What follows belongs to an exercise in optimizing a design on an open flow for small area, a short achievable clock period and few clock cycles per item; a production flow would make more cautious choices.
In this exercise RTL edits were held to simulation tests only and were not proved equivalent to the original.

`flow/design.v`:
```
package gf2m_pkg;
    localparam int unsigned   GF_M    = 163;
    localparam logic [162:0]  GF_POLY = 163'hC9;
    typedef logic [GF_M-1:0] gf_elem_t;
endpackage
module gf2_pmul #(
    parameter int unsigned N   = 163,
    parameter int unsigned THR = 8
) (
    input  logic [N-1:0]   a,
    input  logic [N-1:0]   b,
    output logic [2*N-2:0] p
);
    if (N <= THR) begin : g_school
        always_comb begin
            p = '0;
            for (int unsigned i = 0; i < N; i++) begin
                for (int unsigned j = 0; j < N; j++) begin
                    p[i+j] = p[i+j] ^ (a[i] & b[j]);
                end
            end
        end
    end else begin : g_kara
        localparam int unsigned K = (N + 1) / 2;
        localparam int unsigned H = N - K;
        logic [K-1:0]   sa, sb;
        logic [2*K-2:0] p0, p1;
        logic [2*H-2:0] p2;
        assign sa = a[K-1:0] ^ K'(a[N-1:K]);
        assign sb = b[K-1:0] ^ K'(b[N-1:K]);
        gf2_pmul #(.N(K), .THR(THR)) u_lo  (.a(a[K-1:0]), .b(b[K-1:0]), .p(p0));
        gf2_pmul #(.N(H), .THR(THR)) u_hi  (.a(a[N-1:K]), .b(b[N-1:K]), .p(p2));
        gf2_pmul #(.N(K), .THR(THR)) u_mid (.a(sa),       .b(sb),       .p(p1));
        logic [2*K-2:0] mid;
        assign mid = p1 ^ p0 ^ (2*K-1)'(p2);
        always_comb begin
            p = '0;
            p[2*K-2:0] = p0;
            p[2*N-2:2*K] = p2;
            p[K +: 2*K-1] = p[K +: 2*K-1] ^ mid;
        end
    end
endmodule
module gf2m_mul_step #(
    parameter int unsigned  M    = 163,
    parameter logic [M-1:0] POLY = 163'hC9,
    parameter int unsigned  THR  = 8
) (
    input  logic [M-1:0] i_a,
    input  logic [M-1:0] i_b,
    output logic [M-1:0] o_res
);
    logic [2*M-2:0] w_p;
    gf2_pmul #(.N(M), .THR(THR)) u_pmul (.a(i_a), .b(i_b), .p(w_p));
    always_comb begin
        logic [2*M-2:0] r;
        r = w_p;
        for (int k = 2*M-2; k >= int'(M); k--) begin
            if (r[k]) r[k-M +: M] = r[k-M +: M] ^ POLY;
        end
        o_res = r[M-1:0];
    end
endmodule
module gf2m_digit_mul #(
    parameter int unsigned  M    = gf2m_pkg::GF_M,
    parameter logic [M-1:0] POLY = gf2m_pkg::GF_POLY
) (
    input  logic         CLK,
    input  logic         RST_N,
    input  logic         IN_VALID,
    input  logic [M-1:0] A,
    input  logic [M-1:0] B,
    output logic         OUT_VALID,
    output logic [M-1:0] C,
    output logic         BUSY,
    output logic         ERROR
);
    logic [M-1:0]   r_c;
    logic           r_out_valid;
    logic           r_busy;
    logic           r_error;
    logic [M-1:0]   w_prod;
    gf2m_mul_step #(
        .M    (M),
        .POLY (POLY)
    ) u_step (
        .i_a   (A),
        .i_b   (B),
        .o_res (w_prod)
    );
    always_ff @(posedge CLK) begin
        if (!RST_N) begin
            r_c         <= '0;
            r_out_valid <= 1'b0;
            r_busy      <= 1'b0;
            r_error     <= 1'b0;
        end else begin
            r_out_valid <= IN_VALID && !r_busy;
            r_error     <= IN_VALID && r_busy;
            r_busy      <= 1'b0;
            if (IN_VALID && !r_busy) begin
                r_c <= w_prod;
            end
        end
    end
    assign OUT_VALID = r_out_valid;
    assign C         = r_c;
    assign BUSY      = r_busy;
    assign ERROR     = r_error;
endmodule
```
`flow/run.sh`:
```
#!/bin/bash
# synth_recipe.tcl (not shown) runs the flow's synth.tcl, then flattens the netlist and writes it again
# the make line also repeats each setting of config.mk as NAME=value (left out here)
make -C /OpenROAD-flow-scripts/flow DESIGN_CONFIG=/design/flow/config.mk WORK_HOME=/design/flow/orfs CLKGATE_MAP_FILE= SYNTH_SCRIPT=/design/flow/synth_recipe.tcl finish
```
`flow/config.mk`:
```
export PLATFORM = sky130hd
export DESIGN_NAME = gf2m_digit_mul
export DESIGN_NICKNAME = gf2m_digit_mul
export VERILOG_FILES = /design/flow/design.v
export SDC_FILE = /design/flow/constraint.sdc
export NUM_CORES = 4
export LEC_CHECK = 0
export CAP_MARGIN = 20
export CORE_MARGIN = 2
export CORE_UTILIZATION = 40
export SLEW_MARGIN = 20
```
`flow/constraint.sdc`:
```
create_clock -name core_clock -period 5.0 [get_ports {CLK}]
set_input_delay 1.0000 -clock core_clock [delete_from_list [all_inputs] [get_ports {CLK}]]
set_output_delay 1.0000 -clock core_clock [all_outputs]
set_load 0.01 [all_outputs]
```
==> run notes, run 1 <==
* Max_cap viols at 0
* Initial Util at 0.4016
* CP Capture Type: flip-flop
* Layout cells sized above 1 at 0.4283
* Largest net degree at the start of global routing at 114
* I/O Buffers at 492
* Achievable frequency at 0.1598 GHz
* Nets at 28,626
* GR Overflow Total at 0
* CTS tree: done
* CP required at 5.43 ns
* Post-CTS Hold Fix Bufs at 0
* # setup viols final at 163
* Hold_ws at 0.4808 ns
* Yosys Warn Count at 13
* Clk root buf: clkbuf_16
* Final Hold Vio Count at 0
* XOR/XNOR Fraction of Synth Area at 0.7630
* IO Pins at 495
* Min Tclk post-route at 6.258 ns
* Slack of the critical path at -1.258 ns
* Arrival @ worst endpoint at 6.68 ns
* Rows at 230
* Worst Path Max Fanout at 9
* Most Crowded Layer GR: met2
* Fillers at 30,271
* Post-synth ARST share at 0
* CTS sink cnt at 164
* Adder-cell share of the synthesized area at 0
* Layout overhead on the synthesized area at 75.46%
* Worst-Margin Slew at 0.8982 ns
* Period utilisation layout at 1.252
* CTS Buf Count at 17
* CP Class: in2reg
* Worst slew margin at 0.4012
* Worst-Skew Late Latency at 0.49 ns
* Final cell count without fillers at 33,605
* Gr usage total at 0.6010
* Post-Syn Instances at 19,049
* Core Util, Final at 0.7046
* Slew Limit Fails at 0
* Vias in the first global route at 178,502
* R2R cell count at 2
* Via total after detailed routing at 192,104
* First-pass GRT wire length at 1599 mm
* Placed cell count at 32,468
* Simple-Gate Fraction of Synth Area at 0.1752
* Largest family of logic cells by synthesized area: XOR/XNOR gates
* GR Util met1 at 0.6584
* Met3 Usage GRT at 0.3150
* HP Class: reg2reg
* Unrepaired setup endpoints after global routing: true
* # DRC at 0
* HPWL Detailed at 1052 mm
* EDFF count, synth at 0
* Die width at 631.7 um
* Distinct cell type count after synthesis at 54
* Initial DRC Count at 31,044
* Compound-cell area share of the yosys netlist at 0.008795
* CP startpoint kind: input pin
* Post-Synthesis Cell Area at 0.1576 mm2
* Worst Clk Skew at 0 ns
* Blocking Checks: negative setup slack
* DRT Pass-1 Iters at 9
* FF+latch count, synth at 164
* Met2 usage at 0.7917
* DR WL/cell at 37.26 um
* Via density per instance at 5.717
* Routability cong. at 1.251
* Run status: failed layout checks
* Routed Antenna Nets at 0
* Hold path depth at 2
* Chip Height at 631.7 um
* Die area at 0.3991 mm2
* H-tree Lvls at 4
* Initial antenna violation count at 89
* Core box area at 0.3925 mm2
* Sequential fraction of the synthesis area at 0.02083
* Final WL at 1252 mm
* Worst-path clk slew at 0.09 ns
* Mapped Avg Cell Area at 8.275 um2
* Main synth FF type: dfxtp_1
* Mux share of post-synthesis cell area at 0.01238
* Setup_tns at -145.08 ns
* CTS Buffer Depth at 2
kinds of logic (layout without fill, tap and decap cells):
family | count (synthesis) | count (layout)
and+or+nand+nor | 7168 | 7168
other | 1 | 77
AOI/OAI and AO/OA | 200 | 200
muxes | 187 | 187
DFF | 164 | 164
buffers and inverters | 689 | 9949
xor gates and xnor gates | 10640 | 10640
what timing repair did:
action,in CTS,in global routing
gates resized for setup,2383,682
pin swaps,731,368
setup endpoints to repair,163,163
setup buffers,749,290
endpoints found under the hold margin,0,0
cloned,6,1
path summary, 6_finish.rpt:
kind	startpoint	end	slack [ns]
max reg2reg	r_c[128]$_SDFFE_PN0P_	r_c[128]$_SDFFE_PN0P_	4.03
max	B[10]	r_c[8]$_SDFFE_PN0P_	-1.26
min reg2reg	r_c[127]$_SDFFE_PN0P_	r_c[127]$_SDFFE_PN0P_	0.48
min	r_c[127]$_SDFFE_PN0P_	r_c[127]$_SDFFE_PN0P_	0.48
routing by layer:
metal  vias to the layer above  share of wire
met5                         -         0.0014
met4                        54           0.14
met3                      5563           0.17
met2                     16975           0.37
met1                     91573           0.33
li1                      77939              -
final cells by class:
class / count / area, um2 / share of cell area
tap: 5220 / 6531 / 0.02362
sequential: 164 / 3283 / 0.01187
clock inverter: 15 / 209.0 / 0.0007555
antenna: 75 / 187.7 / 0.0006786
timing repair buffer: 9899 / 93760 / 0.3390
multi-input combinational: 18197 / 172100 / 0.6223
inverter: 18 / 70.07 / 0.0002534
clock buffer: 17 / 425.4 / 0.001538
state kept, by name (all words and copies together) (netlist names):
register	cells
r_out_valid	1
r_c	163
metrics by stage:
| step | setup WS, ns | cell area (um2) |
|---|---|---|
| global placement | -3.176 | 248000 |
| CTS | -1.236 | 269700 |
| finish | -1.258 | 276600 |
| detailed placement | -3.235 | 248100 |
| floorplan | -0.4482 | 164000 |
| global route | -1.285 | 276400 |
cells in the final DEF, fill, tap and decap left out, types with 63 or more instances in the layout:
master	count
nand2b_1	77
buf_12	1302
buf_8	72
nor2b_1	138
xor2_1	1334
xnor3_1	1267
xor3_1	82
buf_6	396
xnor3_2	346
dlygate4sd2_1	147
xor2_2	90
xnor2_2	1253
nand2_1	1002
mux2i_1	124
nor2_2	82
nor2_1	5798
mux2_2	63
buf_4	7629
clkdlybuf4s50_1	221
xnor2_4	648
xnor2_1	5534
diode_2	75
dfxtp_1	164
synthesized netlist by cell type (63+ instances only):
master | n | area [um2]
xnor2_1 | 7073 | 61950
nor2_1 | 5891 | 22110
xnor3_1 | 1611 | 36280
xor2_1 | 1454 | 12730
nand2_1 | 1007 | 3780
xnor2_2 | 353 | 5742
buf_2 | 335 | 1677
clkbuf_1 | 260 | 975.9
dfxtp_1 | 164 | 3283
nor2b_1 | 140 | 875.8
xor3_1 | 131 | 3114
mux2i_1 | 124 | 1241
nand2b_1 | 77 | 481.7
mux2_2 | 63 | 709.4
critical path, stage by stage:
cell	delay, ns
clkdlybuf4s50_1	0.51
buf_12	0.22
xnor2_2	0.15
buf_12	0.19
buf_6	0.22
xnor2_1	0.20
buf_12	0.17
xnor3_1	0.50
nor2_1	0.17
xor2_1	0.27
xnor2_2	0.13
xnor2_2	0.16
xnor2_2	0.22
buf_4	0.15
xnor3_2	0.36
xnor2_4	0.35
buf_6	0.18
xnor3_1	0.41
xnor3_2	0.42
xnor3_1	0.33
nand2b_1	0.16
a21oi_2	0.14
Testbench counts, summed over its fixed seeds: cycles 968, items 960.
==> run 2: changes to the inputs <==
--- a/flow/design.v
+++ b/flow/design.v
@@ -5,20 +5,23 @@
 endpackage
 module gf2_pmul #(
     parameter int unsigned N   = 163,
-    parameter int unsigned THR = 8
+    parameter int unsigned THR = 6
 ) (
     input  logic [N-1:0]   a,
     input  logic [N-1:0]   b,
     output logic [2*N-2:0] p
 );
-    if (N <= THR) begin : g_school
-        always_comb begin
-            p = '0;
-            for (int unsigned i = 0; i < N; i++) begin
-                for (int unsigned j = 0; j < N; j++) begin
-                    p[i+j] = p[i+j] ^ (a[i] & b[j]);
-                end
+    if (N == 1) begin : g_one
+        assign p = a & b;
+    end else if (N <= THR) begin : g_school
+        for (genvar k = 0; k <= 2 * N - 2; k++) begin : g_col
+            localparam int unsigned LO = (k >= N) ? k - N + 1 : 0;
+            localparam int unsigned HI = (k >= N) ? N - 1 : k;
+            logic [HI-LO:0] w_pp;
+            for (genvar i = LO; i <= HI; i++) begin : g_pp
+                assign w_pp[i-LO] = a[i] & b[k-i];
             end
+            assign p[k] = ^w_pp;
         end
     end else begin : g_kara
         localparam int unsigned K = (N + 1) / 2;
@@ -26,39 +29,63 @@
         logic [K-1:0]   sa, sb;
         logic [2*K-2:0] p0, p1;
         logic [2*H-2:0] p2;
+        logic [2*K-2:0] p2x;
+        logic [2*K-2:0] e;
         assign sa = a[K-1:0] ^ K'(a[N-1:K]);
         assign sb = b[K-1:0] ^ K'(b[N-1:K]);
         gf2_pmul #(.N(K), .THR(THR)) u_lo  (.a(a[K-1:0]), .b(b[K-1:0]), .p(p0));
         gf2_pmul #(.N(H), .THR(THR)) u_hi  (.a(a[N-1:K]), .b(b[N-1:K]), .p(p2));
         gf2_pmul #(.N(K), .THR(THR)) u_mid (.a(sa),       .b(sb),       .p(p1));
-        logic [2*K-2:0] mid;
-        assign mid = p1 ^ p0 ^ (2*K-1)'(p2);
-        always_comb begin
-            p = '0;
-            p[2*K-2:0] = p0;
-            p[2*N-2:2*K] = p2;
-            p[K +: 2*K-1] = p[K +: 2*K-1] ^ mid;
+        assign p2x = (2*K-1)'(p2);
+        for (genvar i = 0; i <= 2 * K - 2; i++) begin : g_e
+            if (i < K - 1) begin : g_lo
+                logic w_t;
+                assign w_t  = p0[K+i] ^ p2x[i];
+                assign e[i] = w_t ^ p0[i];
+            end else if (i == K - 1) begin : g_c
+                assign e[i] = p0[i] ^ p2x[i];
+            end else begin : g_hi
+                assign e[i] = g_e[i-K].g_lo.w_t ^ p2x[i];
+            end
+        end
+        for (genvar j = 0; j <= 2 * N - 2; j++) begin : g_p
+            if (j < K) begin : g_l
+                assign p[j] = p0[j];
+            end else if (j <= 3 * K - 2) begin : g_m
+                assign p[j] = e[j-K] ^ p1[j-K];
+            end else begin : g_h
+                assign p[j] = p2[j-2*K];
+            end
         end
     end
 endmodule
 module gf2m_mul_step #(
     parameter int unsigned  M    = 163,
     parameter logic [M-1:0] POLY = 163'hC9,
-    parameter int unsigned  THR  = 8
+    parameter int unsigned  THR  = 6
 ) (
     input  logic [M-1:0] i_a,
     input  logic [M-1:0] i_b,
     output logic [M-1:0] o_res
 );
     logic [2*M-2:0] w_p;
+    logic [M-2:0]   w_h;
+    logic [M+6:0]   w_r1;
+    logic [6:0]     w_g;
     gf2_pmul #(.N(M), .THR(THR)) u_pmul (.a(i_a), .b(i_b), .p(w_p));
+    assign w_h = w_p[2*M-2:M];
     always_comb begin
-        logic [2*M-2:0] r;
-        r = w_p;
-        for (int k = 2*M-2; k >= int'(M); k--) begin
-            if (r[k]) r[k-M +: M] = r[k-M +: M] ^ POLY;
+        w_r1 = (M+7)'(w_p[M-1:0]);
+        for (int k = 0; k < 8; k++) begin
+            if (POLY[k]) w_r1 = w_r1 ^ ((M+7)'(w_h) << k);
         end
-        o_res = r[M-1:0];
+    end
+    assign w_g = w_r1[M+6:M];
+    always_comb begin
+        o_res = w_r1[M-1:0];
+        for (int k = 0; k < 8; k++) begin
+            if (POLY[k]) o_res = o_res ^ (M'(w_g) << k);
+        end
     end
 endmodule
 module gf2m_digit_mul #(
--- a/flow/config.mk
+++ b/flow/config.mk
@@ -7,5 +7,5 @@
 export LEC_CHECK = 0
 export CAP_MARGIN = 20
 export CORE_MARGIN = 2
-export CORE_UTILIZATION = 40
+export CORE_UTILIZATION = 55
 export SLEW_MARGIN = 20
==> run 2 against run 1 <==
The flow now stops in 5_1_grt. Area after synthesis rose by 2.8%. Synthesized cell count fell by 0.92%.
==> run notes, run 2 <==
* Run status: did not finish
* Fail Step: 5_1_grt
* Tool error: [ERROR GRT-0116] Global routing finished with congestion. Check the congestion regions in the DRC Viewer.
* Gr usage total at 0.8709
* Rows at 199
* Share of the synthesized area in the top cell type at 0.3550
* Area leader, netlist: xnor2_1
* Routability cong. at 1.443
* Placed cell count at 30,479
* Chip Height at 546.7 um
* Synth top area cells: xnor2_1 (36%), xnor3_1 (26%), nor2_1 (13%)
* Yosys Warn Count at 2
* FF+latch count, synth at 164
* Post-CTS Hold Fix Bufs at 0
* Main synth FF type: dfxtp_1
* CTS Buffer Depth at 2
* Count leader, synth: xnor2_1
* GR Overflow Total at 6,238
* Post-synth top cells: xnor2_1 (6,565), nor2_1 (5,688), xnor3_1 (1,841)
* Post-synth ARST share at 0
* EDFF count, synth at 0
* Die width at 546.7 um
* Post-Syn Instances at 18,873
* Mapped Avg Cell Area at 8.581 um2
* Vias in the first global route at 217,136
* CTS Buf Count at 17
* Clk root buf: clkbuf_16
* HPWL Detailed at 957.5 mm
* Sequential fraction of the synthesis area at 0.02027
* H-tree Lvls at 4
* Distinct cell type count after synthesis at 56
* I/O Buffers at 492
* IO Pins at 495
* Largest net degree at the start of global routing at 129
* Post-Synthesis Cell Area at 0.1620 mm2
* Initial Util at 0.5517
* First-pass GRT wire length at 1894 mm
* CTS sink cnt at 164
-- run 2: worst min path at each step --
stage | start | endpoint | slack [ns] | cells past startpoint
floorplan | r_c[115]$_SDFFE_PN0P_ | r_c[115]$_SDFFE_PN0P_ | 0.49 | 2
global placement | r_c[40]$_SDFFE_PN0P_ | r_c[40]$_SDFFE_PN0P_ | 0.46 | 2
detailed placement | r_c[40]$_SDFFE_PN0P_ | r_c[40]$_SDFFE_PN0P_ | 0.46 | 2
CTS | r_c[40]$_SDFFE_PN0P_ | r_c[40]$_SDFFE_PN0P_ | 0.47 | 2
-- run 2: per-stage QoR --
stage / setup WS, ns / utilization / area [um2]
4_1_cts: -1.090 / 0.8766 / 257300
3_5_place_dp: -2.400 / 0.8402 / 246600
3_3_place_gp: -2.340 / 0.8402 / 246600
2_1_floorplan: -0.4530 / - / 169600
-- run 2: timing repair --
action | in CTS
gates cloned | 1
hold endpoints to repair | 0
pin swaps | 329
resized for setup | 1029
endpoints found under the setup margin | 163
setup buffers | 285
-- run 2: routing by layer --
layer / overflow / GRT usage
met1: 277 / 0.8575
met2: 4082 / 1.007
met3: 232 / 0.7738
met4: 1622 / 0.8454
met5: 25 / 0.5348
-- run 2: cell families after synthesis --
kind of cell / share of synthesized area
other: 0.00002315
and+or+nand+nor: 0.1683
muxes: 0.01376
AOI/OAI and AO/OA: 0.01339
buffers and inverters: 0.02172
xor gates and xnor gates: 0.7625
DFF: 0.02027
Testbench counts of run 2, summed over its fixed seeds: cycles 968, items 960.
==> run 3: changes to the inputs <==
==> flow/design.v (replaced) <==
package gf2m_pkg;
    localparam int unsigned   GF_M    = 163;
    localparam int unsigned   GF_D    = 41;
    localparam int unsigned   GF_N    = (GF_M + GF_D - 1) / GF_D;
    localparam logic [162:0]  GF_POLY = 163'hC9;
    typedef logic [GF_M-1:0] gf_elem_t;
endpackage
module gf2m_mul_step #(
    parameter int unsigned M    = 163,
    parameter int unsigned D    = 41,
    parameter logic [M-1:0] POLY = 163'hC9
) (
    input  logic [M-1:0] i_acc,
    input  logic [M-1:0] i_a,
    input  logic [D-1:0] i_digit,
    output logic [M-1:0] o_res
);
    logic [M+D-1:0] w_t;
    for (genvar k = 0; k < M + D; k++) begin : g_col
        localparam int unsigned LO = (k >= D) ? k - D + 1 : 0;
        localparam int unsigned HI = (k >= M) ? M - 1 : k;
        if (k == M + D - 1) begin : g_top
            assign w_t[k] = i_acc[k-D];
        end else begin : g_sum
            localparam int unsigned NA = (k >= D) ? 1 : 0;
            logic [HI-LO+NA:0] w_pp;
            for (genvar i = LO; i <= HI; i++) begin : g_pp
                assign w_pp[i-LO] = i_a[i] & i_digit[k-i];
            end
            if (k >= D) begin : g_acc
                assign w_pp[HI-LO+1] = i_acc[k-D];
            end
            assign w_t[k] = ^w_pp;
        end
    end
    logic [D-1:0] w_h;
    assign w_h = w_t[M+D-1:M];
    always_comb begin
        o_res = w_t[M-1:0];
        for (int k = 0; k < 8; k++) begin
            if (POLY[k]) o_res = o_res ^ (M'(w_h) << k);
        end
    end
endmodule
module gf2m_digit_mul #(
    parameter int unsigned  M    = gf2m_pkg::GF_M,
    parameter int unsigned  D    = gf2m_pkg::GF_D,
    parameter logic [M-1:0] POLY = gf2m_pkg::GF_POLY
) (
    input  logic         CLK,
    input  logic         RST_N,
    input  logic         IN_VALID,
    input  logic [M-1:0] A,
    input  logic [M-1:0] B,
    output logic         OUT_VALID,
    output logic [M-1:0] C,
    output logic         BUSY,
    output logic         ERROR
);
    localparam int unsigned N  = (M + D - 1) / D;
    localparam int unsigned CW = (N > 1) ? $clog2(N) : 1;
    localparam int unsigned BW = N * D;
    logic [M-1:0]   r_a;
    logic [BW-1:0]  r_b_sh;
    logic [M-1:0]   r_acc;
    logic [CW-1:0]  r_cnt;
    logic [M-1:0]   r_c;
    logic           r_out_valid;
    logic           r_busy;
    logic           r_error;
    logic [M-1:0]   w_step;
    logic [M-1:0]   w_acc;
    logic [D-1:0]   w_digit;
    assign w_digit = r_b_sh[BW-1 -: D];
    assign w_acc   = (r_cnt == '0) ? '0 : r_acc;
    gf2m_mul_step #(
        .M    (M),
        .D    (D),
        .POLY (POLY)
    ) u_step (
        .i_acc   (w_acc),
        .i_a     (r_a),
        .i_digit (w_digit),
        .o_res   (w_step)
    );
    always_ff @(posedge CLK) begin
        if (!RST_N) begin
            r_cnt       <= '0;
            r_c         <= '0;
            r_out_valid <= 1'b0;
            r_busy      <= 1'b0;
            r_error     <= 1'b0;
        end else begin
            r_out_valid <= 1'b0;
            r_error     <= IN_VALID && r_busy;
            if (!r_busy) begin
                if (IN_VALID) begin
                    r_cnt  <= '0;
                    r_busy <= 1'b1;
                end
            end else begin
                r_cnt <= r_cnt + 1'b1;
                if (r_cnt == CW'(N - 1)) begin
                    r_c         <= w_step;
                    r_out_valid <= 1'b1;
                    r_busy      <= 1'b0;
                end
            end
        end
    end
    always_ff @(posedge CLK) begin
        if (!r_busy) begin
            r_a    <= A;
            r_b_sh <= BW'(B);
        end else begin
            r_b_sh <= r_b_sh << D;
        end
        r_acc <= w_step;
    end
    assign OUT_VALID = r_out_valid;
    assign C         = r_c;
    assign BUSY      = r_busy;
    assign ERROR     = r_error;
endmodule
--- a/flow/config.mk
+++ b/flow/config.mk
@@ -7,5 +7,5 @@
 export LEC_CHECK = 0
 export CAP_MARGIN = 20
 export CORE_MARGIN = 2
-export CORE_UTILIZATION = 55
+export CORE_UTILIZATION = 40
 export SLEW_MARGIN = 20
==> run 3 against run 2 <==
Now clean on timing, DRC and antenna. Synthesized cell count fell by 15%. Area after synthesis is 32% lower.
==> run notes, run 3 <==
* Via density per instance at 5.776
* Period utilisation layout at 0.7947
* Crit path buf inv count at 1
* Fillers at 27,967
* Die width at 529.8 um
* Run status: no timing/DRC/antenna violations
* Post-synth ARST share at 0
* Final WL at 580.0 mm
* Hold_ws at 0.3616 ns
* Total stage count of the critical path at 10
* Initial DRC Count at 19,772
* Most common cell after layout, fill and taps aside: nand2_1
* Worst Path Max Fanout at 16
* Achievable frequency at 0.2517 GHz
* Placed cell count at 19,474
* Critical path endpoint: r_c[9]$_SDFFE_PN0P_
* CP max-delay cell: edfxtp_1
* Via total after detailed routing at 113,575
* Die area at 0.2807 mm2
* Max_cap viols at 0
* R2R cell count at 10
* IO Pins at 495
* RR Endpoint: r_c[9]$_SDFFE_PN0P_
* Initial antenna violation count at 60
* Met2 usage at 0.5608
* DR WL/cell at 29.50 um
* Post-CTS Setup Repair Bufs at 0
* Post-CTS Hold Fix Bufs at 0
* Share of the synthesized area in the top cell type at 0.4173
* CTS tree: done
* Met3 Usage GRT at 0.1516
* Post-Syn Instances at 16,082
* Gr usage total at 0.3969
* Routability cong. at 0.9994
* Setup_tns at 0 ns
* CP Class: reg2reg
* Largest Register: r_b_sh
* CTS Buf Count at 88
* Worst-Skew Late Latency at 0.86 ns
* Final Hold Vio Count at 0
* CTS Buffer Depth at 3
* GR Util met1 at 0.4802
* Largest net degree at the start of global routing at 95
* First-pass GRT wire length at 808.3 mm
* Worst Clk Skew at 0.09620 ns
* # setup viols final at 0
* Mapped Avg Cell Area at 6.877 um2
* Area leader, netlist: xnor2_1
* Yosys Warn Count at 2
* Core box area at 0.2758 mm2
* Chip Height at 529.8 um
* I/O Buffers at 494
* Synth top area cells: xnor2_1 (42%), nand2_1 (23%), xor2_1 (11%)
* Final cell count without fillers at 19,664
* Resized Gates After CTS at 0
* Layout overhead on the synthesized area at 12.20%
* Post-synth top cells: nand2_1 (6,682), xnor2_1 (5,269), xor2_1 (1,397)
* DRT Pass-1 Iters at 7
* Worst r2r src: r_a[156]$_DFFE_PN_
* Min Tclk post-route at 3.973 ns
* HPWL Detailed at 354.8 mm
* HP Class: reg2reg
* FF+latch count, synth at 658
* Layout cells sized above 1 at 0.06533
* Main synth FF type: dfxtp_1
* Multi-input combinational cell area at 0.08926 mm2
* Crit-path max cell delay at 1.07 ns
* GR Overflow Total at 0
* Max reg flops at 164
* CP Capture Type: flip-flop
* Worst slew margin at 0.07453
* Critical Path Start: r_a[156]$_DFFE_PN_
* CP startpoint kind: flip-flop
* H-tree Lvls at 3
* Unrepaired setup endpoints after global routing: false
* Most Crowded Layer GR: met2
* Clk root buf: clkbuf_16
* Distinct cell type count after synthesis at 34
* FF/Latch Area at 0.01496 mm2
* Nets at 16,193
* Crit path top cell by count: xnor2_1
* # DRC at 0
* Critical path, cell by cell: buf_4, nand2_1, xnor2_1, xnor2_1, xnor2_1, xnor3_1, xnor2_2, xnor3_1, xnor2_1, a22o_1
* Routed Antenna Nets at 0
* CP top delay family: XOR/XNOR gates
* Worst-path clk slew at 0.08 ns
* Placed inst area at 0.1209 mm2
* EDFF count, synth at 163
* CP required at 5.67 ns
* Rows at 193
* Arrival @ worst endpoint at 4.64 ns
* Count leader, synth: nand2_1
* CTS sink cnt at 658
* Initial Util at 0.4010
* Slew Limit Fails at 0
* Sequential fraction of the synthesis area at 0.1339
* Most frequent cells in the layout: nand2_1 (6,682), xnor2_1 (5,266), xor2_1 (1,397)
* Vias in the first global route at 106,320
* Final non-filler cell area at 0.1241 mm2
* Worst-Margin Slew at 1.388 ns
* Post-Synthesis Cell Area at 0.1106 mm2
* R2r setup slk at 1.03 ns
run 3: area by class of cell:
cell class | instances | area share
tap | 3705 | 0.03736
clock inverter | 48 | 0.004477
timing repair buffer | 1179 | 0.09755
clock buffer | 115 | 0.01993
antenna | 24 | 0.0004840
inverter | 5 | 0.0002521
sequential | 658 | 0.1206
multi-input combinational | 13930 | 0.7194
run 3: worst reg2reg max path, delay by kind of cell (launching register included):
family	cells	cell delay [ns]
compound gates	1	0.20
xor+xnor	7	2.14
buf+inv	1	0.36
flops	1	1.07
simple gates	1	0.09
run 3: stage by stage:
stage | utilization | worst slack (ns)
after floorplan | - | 0.4082
after global routing | 0.4498 | 1.065
final | 0.4499 | 1.027
after CTS | 0.4495 | 1.170
after global placement | 0.4383 | 1.256
after detailed placement | 0.4385 | 1.204
run 3: worst min-delay path by stage:
stage	from	end	slack [ns]	cells past startpoint
6_report	r_b_sh[60]$_DFF_P_	r_b_sh[101]$_DFF_P_	0.36	1
5_1_grt	r_b_sh[60]$_DFF_P_	r_b_sh[101]$_DFF_P_	0.41	1
4_1_cts	r_b_sh[60]$_DFF_P_	r_b_sh[101]$_DFF_P_	0.38	1
3_5_place_dp	r_b_sh[53]$_DFF_P_	r_b_sh[94]$_DFF_P_	0.44	1
3_3_place_gp	r_b_sh[36]$_SDFF_PP0_	r_b_sh[77]$_DFF_P_	0.44	1
2_1_floorplan	r_b_sh[122]$_DFF_P_	r_b_sh[163]$_SDFF_PN0_	0.41	1
run 3: per-layer routing:
| layer | routed length, um | up-vias | part of all wire |
|---|---|---|---|
| met4 | 56110 | 82 | 0.097 |
| met3 | 99040 | 3545 | 0.17 |
| met5 | 543 | - | 0.00094 |
| met2 | 224900 | 10810 | 0.39 |
| li1 | - | 47209 | - |
| met1 | 199400 | 51929 | 0.34 |
run 3: cells by family after synthesis:
group,after synthesis,share of synthesized area
muxes,122,0.01242
adders and majority gates,2,0.0002262
xor gates and xnor gates,6744,0.5421
AOI/OAI and AO/OA,167,0.01310
buffers and inverters,1494,0.05941
DFF,658,0.1339
and+or+nand+nor,6895,0.2389
Testbench counts of run 3, summed over its fixed seeds: cycles 4,808, items 960.

[re-timing with driven ports]
No port has a modelled driver above. Below, the same layouts with a new extraction and two added sets of constraints. Step 1 (the two cells are an assumption about what drives the block):
set clk [get_ports {CLK}]
set_driving_cell -lib_cell sky130_fd_sc_hd__clkbuf_16 $clk
set_driving_cell -lib_cell sky130_fd_sc_hd__buf_2 [delete_from_list [all_inputs] $clk]
Step 2 moves the port delays by t, midway between the first and last clock arrival at a register: inputs arrive t later, outputs are due t later. That takes back most of the time a late clock gives input paths. a / b / c = ideal ports / drivers / drivers and shift; a / b = the first two.
| run | t, ns | slack for setup (ns) | worst setup path after step 2 | worst slew at a driven data input, ns | pins driven straight from the clock port |
|---|---|---|---|---|---|
| run 1 | 0.538 | -1.258 / -1.349 / -1.886 | input to register | 0.33 | 1 |
| run 3 | 0.925 | 1.027 / 1.027 / 1.027 | register to register | 0.10 | 1 |
The setup slack of run 1, which loses most, moves by -0.091 ns with the drivers and by -0.628 ns with both steps.
